This is an optimization exercise on Yosys and OpenROAD, whose aim is small area, a short achievable clock period and few clock cycles per item, not a production implementation.
Function was checked by simulation only, so behaviour that the tests miss may differ from the original.
Power figures rest on the tool's default switching activity, not on a simulated workload.

// attn_loader_top
module attn_loader_top (
    input  logic                      clk,
    input  logic                      rst,
    input  logic                      wb_cyc,
    input  logic                      wb_stb,
    input  logic                      wb_we,
    input  logic [8-1:0] wb_adr,
    input  logic [32-1:0]        wb_dat_w,
    output logic [32-1:0]        wb_dat_r,
    output logic                      wb_ack,
    output logic                      m_valid,
    output logic [32-1:0]        m_data,
    output logic                      m_last,
    output logic [3:0]                m_seg,
    input  logic                      ready
);
    logic                    st_we;
    logic [7-1:0] st_waddr;
    logic [32-1:0]      st_wdata;
    logic [7-1:0] rd_addr;
    logic [((2 * 2 * (2 / 2)) + 2 * (3 * (2 * 2 + 3 * 2) + 2))/2-1:0] rd_pair;
    logic [32-1:0]      rd_data;
    logic                    rd_final;
    logic                    ph;
    logic                    wr_busy;
    logic      start;
    host_pkg::head_cnt_t head_count;
    logic      busy;
    logic      done;
    logic      ld;
    logic      room;
    logic      finish;
    wb_host_regs u_host (
        .clk        (clk),
        .rst        (rst),
        .wb_cyc     (wb_cyc),
        .wb_stb     (wb_stb),
        .wb_we      (wb_we),
        .wb_adr     (wb_adr),
        .wb_dat_w   (wb_dat_w),
        .wb_dat_r   (wb_dat_r),
        .wb_ack     (wb_ack),
        .st_we      (st_we),
        .st_waddr   (st_waddr),
        .st_wdata   (st_wdata),
        .start      (start),
  ...
Settings: LEC_CHECK=0, CAP_MARGIN=20, CORE_MARGIN=2, CORE_UTILIZATION=70, CTS_CLUSTER_DIAMETER=150, CTS_CLUSTER_SIZE=25, PLACE_DENSITY=0.8, SETUP_SLACK_MARGIN=2.8, SLEW_MARGIN=20; clock period 5.0 ns.
run.sh (not shown) runs the stock make flow with config.mk's settings and CLKGATE_MAP_FILE= SYNTH_SCRIPT=/design/flow/synth_recipe.tcl, a recipe that flattens the netlist after the stock synthesis.
Testbench counts at the start, summed over its fixed seeds: cycles 7,582, words 7,328.
==> next run, changes <==
CORE_UTILIZATION = 60   (was 70)
PLACE_DENSITY = 0.7   (was 0.8)
SETUP_SLACK_MARGIN = 2.9   (was 2.8)
=>
- maximum frequency decreases slightly
- utilization decreases by 6.7 points
- register-to-register slack is worse by 0.03 ns
- design area increases by a little under a tenth
- sequential share of layout area decreases by 4.5 points
- clock-buffer cell count increases by 9
- cell count increases by a few percent
- worst hold slack is worse by 0.0047 ns
- area after synthesis stays the same
==> next run, changes <==
CTS_CLUSTER_SIZE = 28   (was 25)
SETUP_SLACK_MARGIN = 2.8   (was 2.9)
Outcome: Maximum frequency increases by 8.7%; total power decreases by 2.6%; setup slack improved by 0.20 ns; worst hold slack improved by 0.0097 ns; global-route usage decreases by 3.6 points; critical path depth decreases by 12.

---

Starting RTL as in the previous note.
## attn_loader_top
module attn_loader_top (
    input  logic                      clk,
    input  logic                      rst,
    input  logic                      wb_cyc,
    input  logic                      wb_stb,
    input  logic                      wb_we,
    input  logic [8-1:0] wb_adr,
    input  logic [32-1:0]        wb_dat_w,
    output logic [32-1:0]        wb_dat_r,
    output logic                      wb_ack,
    output logic                      m_valid,
    output logic [32-1:0]        m_data,
    output logic                      m_last,
    output logic [3:0]                m_seg,
    input  logic                      ready
);
    logic                    st_we;
    logic [7-1:0] st_waddr;
    logic [32-1:0]      st_wdata;
    logic [7-1:0] rd_addr;
    logic [((2 * 2 * (2 / 2)) + 2 * (3 * (2 * 2 + 3 * 2) + 2))/2-1:0] rd_pair;
    logic [32-1:0]      rd_data;
    logic                    rd_final;
    logic                    ph;
    logic                    wr_busy;
    logic      start;
    host_pkg::head_cnt_t head_count;
    logic      busy;
    logic      done;
    logic      ld;
    logic      room;
    logic      finish;
    wb_host_regs u_host (
        .clk        (clk),
        .rst        (rst),
        .wb_cyc     (wb_cyc),
        .wb_stb     (wb_stb),
        .wb_we      (wb_we),
  ...
clock: 5.0 ns
lec_check: 0
cap_margin: 20
core_margin: 2
core_utilization: 60
cts_cluster_diameter: 150
cts_cluster_size: 25
place_density: 0.7
setup_slack_margin: 2.7
slew_margin: 20
Testbench counts at the start, summed over its fixed seeds: cycles 7,582, words 7,328.
Then changed:
Settings changed: SETUP_SLACK_MARGIN 2.7 to 2.8.
After rerunning:
- combinational power goes up by a few percent
- clock power barely changes
- fmax stays flat
- power stays flat
- synthesized cell count does not change
- clock-buffer cell count does not change
- final area goes up slightly
- worst setup slack improves by 0.0033 ns
- routed wire length goes up slightly
- area after synthesis is unchanged
- first-iteration DRC count goes down slightly

-- re-timing with driven ports --
The results above use ideal ports. As a check the final layouts listed here were re-extracted and re-timed, cells and wires unchanged.
Step 1: set_driving_cell puts a clkbuf_16 on clk and a buf_2 on each other input, an assumption about the parent block.
Step 2, shift: input delay + t, output delay - t, t = (earliest + latest rising clock arrival at the registers) / 2. This alone moves slack from input paths to output paths.
Three values: no drivers, after step 1, after step 2; two values: the first two.
| run | t, ns | setup WS [ns] | worst setup path after step 2 | worst slew at a driven data input, ns |
|---|---|---|---|---|
| the first run of note 1 | 0.798 | 2.460 / 2.460 / 1.892 | input to register | 0.05 |
| the second run of note 1 | 0.832 | 2.430 / 2.430 / 2.058 | input to register | 0.05 |
| the third run of note 1 | 0.786 | 2.635 / 2.559 / 2.035 | input to register | 0.06 |
| the first run of note 2 | 0.803 | 2.637 / 2.558 / 2.003 | input to register | 0.05 |
| the second run of note 2 | 0.802 | 2.640 / 2.560 / 2.045 | input to register | 0.05 |
After both steps setup and hold are still met in every run listed. The setup slack of the first run of note 2, which loses most, moves by -0.079 ns with the drivers and by -0.634 ns with both steps.
